Context: an optimization exercise on an open-source flow, tuned for small area and a short achievable clock period. The choices shown serve that exercise and are no tape-out recipe.
Only simulation tests tie the RTL to the original design; equivalence was not proved.
Power and IR drop assume default switching activity.

## old
==> module rx_fifo, before the edit <==
module rx_fifo (
  input  logic            clk,
  input  logic            arst_n_i,
  input  logic            push_i,
  input  uart_pkg::byte_t data_i,
  input  logic            pop_i,
  output uart_pkg::byte_t head_o,
  output logic            head_ack_o,    
  output logic            head_cmd_o,    
  output logic            head_wr_o,     
  output logic            full_o,
  output logic            empty_o
);
  localparam int NSLOT = 16 - 1;
  uart_pkg::byte_t slot_q [NSLOT];
  uart_pkg::byte_t head_q;
  uart_pkg::byte_t nxt_q;
  logic            hack_q, hcmd_q, hwr_q;
  logic [3:0]      wptr_q, rptr_q, rptr1_q;
  logic [4:0]      count_q;
  logic            empty_q, full_q, one_q, two_q;
  assign head_o     = head_q;
  assign head_ack_o = hack_q;
  assign head_cmd_o = hcmd_q;
  assign head_wr_o  = hwr_q;
  assign full_o     = full_q;
  assign empty_o    = empty_q;
  logic do_push, do_pop;
  assign do_push = push_i && !full_q;
  assign do_pop  = pop_i && !empty_q;
  logic to_head, to_slot;
  assign to_head = do_push && (empty_q || (one_q && do_pop));
  assign to_slot = do_push && !to_head;
  logic from_slot;
  assign from_slot = do_pop && !one_q;
  logic [2:0] dec_in, dec_nxt;
  assign dec_in  = {data_i == dbg_pkg::CODE_ACK,
                    data_i == dbg_pkg::CMD_READ || data_i == dbg_pkg::CMD_WRITE,
                    data_i == dbg_pkg::CMD_WRITE};
  assign dec_nxt = {nxt_q == dbg_pkg::CODE_ACK,
                    nxt_q == dbg_pkg::CMD_READ || nxt_q == dbg_pkg::CMD_WRITE,
                    nxt_q == dbg_pkg::CMD_WRITE};
  always_ff @(posedge clk) begin
    if (to_head || from_slot) begin
      if (empty_q || one_q) begin
        head_q                  <= data_i;
        {hack_q, hcmd_q, hwr_q} <= dec_in;
      end else begin
        head_q                  <= nxt_q;
        {hack_q, hcmd_q, hwr_q} <= dec_nxt;
      end
    end
  end
  always_ff @(posedge clk) begin
    if (from_slot || (one_q && do_push && !do_pop)) begin
      nxt_q <= (one_q || two_q) ? data_i : slot_q[rptr1_q];
    end
  end
  always_ff @(posedge clk) begin
    if (!full_q) begin
      slot_q[wptr_q] <= data_i;
    end
  end
  always_ff @(posedge clk or negedge arst_n_i) begin
    if (!arst_n_i) begin
      wptr_q  <= '0;
      rptr_q  <= '0;
      rptr1_q <= 4'd1;
      count_q <= '0;
      empty_q <= 1'b1;
      full_q  <= 1'b0;
      one_q   <= 1'b0;
      two_q   <= 1'b0;
    end else begin
      if (to_slot) begin
        wptr_q <= (wptr_q == 4'(NSLOT - 1)) ? '0 : wptr_q + 1'b1;
      end
      if (from_slot) begin
        rptr_q  <= rptr1_q;
        rptr1_q <= (rptr1_q == 4'(NSLOT - 1)) ? '0 : rptr1_q + 1'b1;
      end
      if (do_push && !do_pop) begin
        count_q <= count_q + 1'b1;
        empty_q <= 1'b0;
        one_q   <= empty_q;
        two_q   <= one_q;
        full_q  <= (count_q == 5'(16 - 1));
      end else if (do_pop && !do_push) begin
        count_q <= count_q - 1'b1;
        empty_q <= one_q;
        one_q   <= two_q;
        two_q   <= (count_q == 5'd3);
        full_q  <= 1'b0;
      end
    end
  end
endmodule
==> module uart_tx, before the edit <==
module uart_tx (
  input  logic            clk,
  input  logic            arst_n_i,
  input  uart_pkg::byte_t tx_data_i,
  input  logic            tx_pending_i,
  output logic            tx_pop_o,
  output logic            uart_tx_o
);
  localparam int CPB   = 8;
  localparam int CNT_W = $clog2(CPB);
  uart_pkg::tx_state_e        state_q;
  logic [CNT_W-1:0] cnt_q;
  logic [2:0]       bit_idx_q;
  uart_pkg::byte_t            shift_q;
  logic             bit_end;
  logic             shift_en;
  logic             tx_n_q;      
  assign uart_tx_o = !tx_n_q;
  assign bit_end  = (cnt_q == CNT_W'(CPB - 1));
  assign shift_en = bit_end && (state_q == uart_pkg::TX_START || state_q == uart_pkg::TX_DATA);
  assign tx_pop_o = tx_pending_i &&
                    (state_q == uart_pkg::TX_IDLE || (state_q == uart_pkg::TX_STOP && bit_end));
  always_ff @(posedge clk or negedge arst_n_i) begin
    if (!arst_n_i) begin
      state_q   <= uart_pkg::TX_IDLE;
      cnt_q     <= '0;
      bit_idx_q <= '0;
      tx_n_q    <= 1'b0;
    end else begin
      cnt_q <= bit_end ? '0 : cnt_q + 1'b1;
      case (state_q)
        uart_pkg::TX_IDLE: begin
          cnt_q <= '0;
          if (tx_pop_o) begin
            state_q   <= uart_pkg::TX_START;
            tx_n_q    <= 1'b1;
          end
        end
        uart_pkg::TX_START: begin
          if (bit_end) begin
            state_q   <= uart_pkg::TX_DATA;
            bit_idx_q <= '0;
            tx_n_q    <= !shift_q[0];
          end
        end
        uart_pkg::TX_DATA: begin
          if (bit_end) begin
            bit_idx_q <= bit_idx_q + 1'b1;
            if (bit_idx_q == 3'd7) begin
              state_q   <= uart_pkg::TX_STOP;
              tx_n_q    <= 1'b0;
            end else begin
              tx_n_q    <= !shift_q[0];
            end
          end
        end
        uart_pkg::TX_STOP: begin
          if (bit_end) begin
            state_q   <= tx_pop_o ? uart_pkg::TX_START : uart_pkg::TX_IDLE;
            tx_n_q    <= tx_pop_o;
          end
        end
        default: begin
          state_q <= uart_pkg::TX_IDLE;
        end
      endcase
    end
  end
  always_ff @(posedge clk) begin
    if (tx_pop_o) begin
      shift_q <= tx_data_i;
    end else if (shift_en) begin
      shift_q <= {1'b0, shift_q[7:1]};
    end
  end
endmodule
Settings: LEC_CHECK=0, ABC_CLOCK_PERIOD_IN_PS=2000, CAP_MARGIN=20, CORE_MARGIN=2, CORE_UTILIZATION=40, CTS_BUF_LIST=sky130_fd_sc_hd__clkbuf_16, CTS_CLUSTER_DIAMETER=60, CTS_CLUSTER_SIZE=24, SETUP_SLACK_MARGIN=2.5, SLEW_MARGIN=20; clock period 5.0 ns.
run.sh (not shown) runs the stock make flow with config.mk's settings and CLKGATE_MAP_FILE= SYNTH_SCRIPT=/design/flow/synth_recipe.tcl, a recipe that flattens the netlist after the stock synthesis.
In summary, old completed successfully, with a layout that passed the timing, DRC and antenna checks.
The inputs of new differ from those of old as listed below.
diff --git a/flow/design.v b/flow/design.v
--- a/flow/design.v
+++ b/flow/design.v
@@ -165,13 +165,13 @@
   always_ff @(posedge clk) begin
     if (from_slot || (one_q && do_push && !do_pop)) begin
       nxt_q <= (one_q || two_q) ? data_i : slot_q[rptr1_q];
     end
   end
   always_ff @(posedge clk) begin
-    if (!full_q) begin
+    if (do_push && !empty_q) begin
       slot_q[wptr_q] <= data_i;
     end
   end
   always_ff @(posedge clk or negedge arst_n_i) begin
     if (!arst_n_i) begin
       wptr_q  <= '0;
@@ -276,56 +276,54 @@
   uart_pkg::tx_state_e        state_q;
   logic [CNT_W-1:0] cnt_q;
   logic [2:0]       bit_idx_q;
   uart_pkg::byte_t            shift_q;
   logic             bit_end;
   logic             shift_en;
-  logic             tx_n_q;      
-  assign uart_tx_o = !tx_n_q;
   assign bit_end  = (cnt_q == CNT_W'(CPB - 1));
   assign shift_en = bit_end && (state_q == uart_pkg::TX_START || state_q == uart_pkg::TX_DATA);
   assign tx_pop_o = tx_pending_i &&
                     (state_q == uart_pkg::TX_IDLE || (state_q == uart_pkg::TX_STOP && bit_end));
   always_ff @(posedge clk or negedge arst_n_i) begin
     if (!arst_n_i) begin
       state_q   <= uart_pkg::TX_IDLE;
       cnt_q     <= '0;
       bit_idx_q <= '0;
-      tx_n_q    <= 1'b0;
+      uart_tx_o <= 1'b1;
     end else begin
       cnt_q <= bit_end ? '0 : cnt_q + 1'b1;
       case (state_q)
         uart_pkg::TX_IDLE: begin
           cnt_q <= '0;
           if (tx_pop_o) begin
             state_q   <= uart_pkg::TX_START;
-            tx_n_q    <= 1'b1;
+            uart_tx_o <= 1'b0;
           end
         end
         uart_pkg::TX_START: begin
           if (bit_end) begin
             state_q   <= uart_pkg::TX_DATA;
             bit_idx_q <= '0;
-            tx_n_q    <= !shift_q[0];
+            uart_tx_o <= shift_q[0];
           end
         end
         uart_pkg::TX_DATA: begin
           if (bit_end) begin
             bit_idx_q <= bit_idx_q + 1'b1;
             if (bit_idx_q == 3'd7) begin
               state_q   <= uart_pkg::TX_STOP;
-              tx_n_q    <= 1'b0;
+              uart_tx_o <= 1'b1;
             end else begin
-              tx_n_q    <= !shift_q[0];
+              uart_tx_o <= shift_q[0];
             end
           end
         end
         uart_pkg::TX_STOP: begin
           if (bit_end) begin
             state_q   <= tx_pop_o ? uart_pkg::TX_START : uart_pkg::TX_IDLE;
-            tx_n_q    <= tx_pop_o;
+            uart_tx_o <= !tx_pop_o;
           end
         end
         default: begin
           state_q <= uart_pkg::TX_IDLE;
         end
       endcase
- new: all stages complete, timing, DRC and antenna checks passed
- Going from old to new, final standard cell count with taps included and fillers excluded higher, clock power share decreased 0.6 points, worst stage delay on the critical path fell by 0.30 ns.
- Lower pre-CTS worst setup slack goes to new over old.
- Against old, routed length on met3 in new fell by a few percent.
- When new is set beside old, its reported leakage power turns out to be about 0.8% smaller.
- new: number of non-clock buffers in the layout is 2.9% higher than what old reported.
- Post-synth net total of new exceeds that of old slightly.
- NOTE global-route wire length before repair old->new increased slightly
- new -> old: number of sinks driven by the clock tree flat
- Comparing new with old, the synthesized-area fraction occupied by xor and xnor cells came out essentially unchanged.
- Per the comparison of new with old, combinational power lost 23%; area of the die roughly the same.

[what the ideal ports hide]
The results above use ideal ports. As a check the final layouts listed here were re-extracted and re-timed, cells and wires unchanged. Step 1 assumes that a clkbuf_16 drives the clock port and a buf_2 every other input. Step 2 times the ports against the registers' clock, not the clock port: input delays grow and output delays shrink by t, the midpoint of the rising clock arrivals with the driver on. Three values: no drivers, after step 1, after step 2; two values: the first two.
| run | t, ns | setup WS [ns] | latest minus earliest clock arrival (ns) |
|---|---|---|---|
| old | 0.867 | 2.563 / 2.516 / 2.563 | 0.038 / 0.038 |
| new | 0.860 | 2.460 / 2.460 / 2.460 | 0.058 / 0.058 |
After both steps every run listed still meets setup and hold.
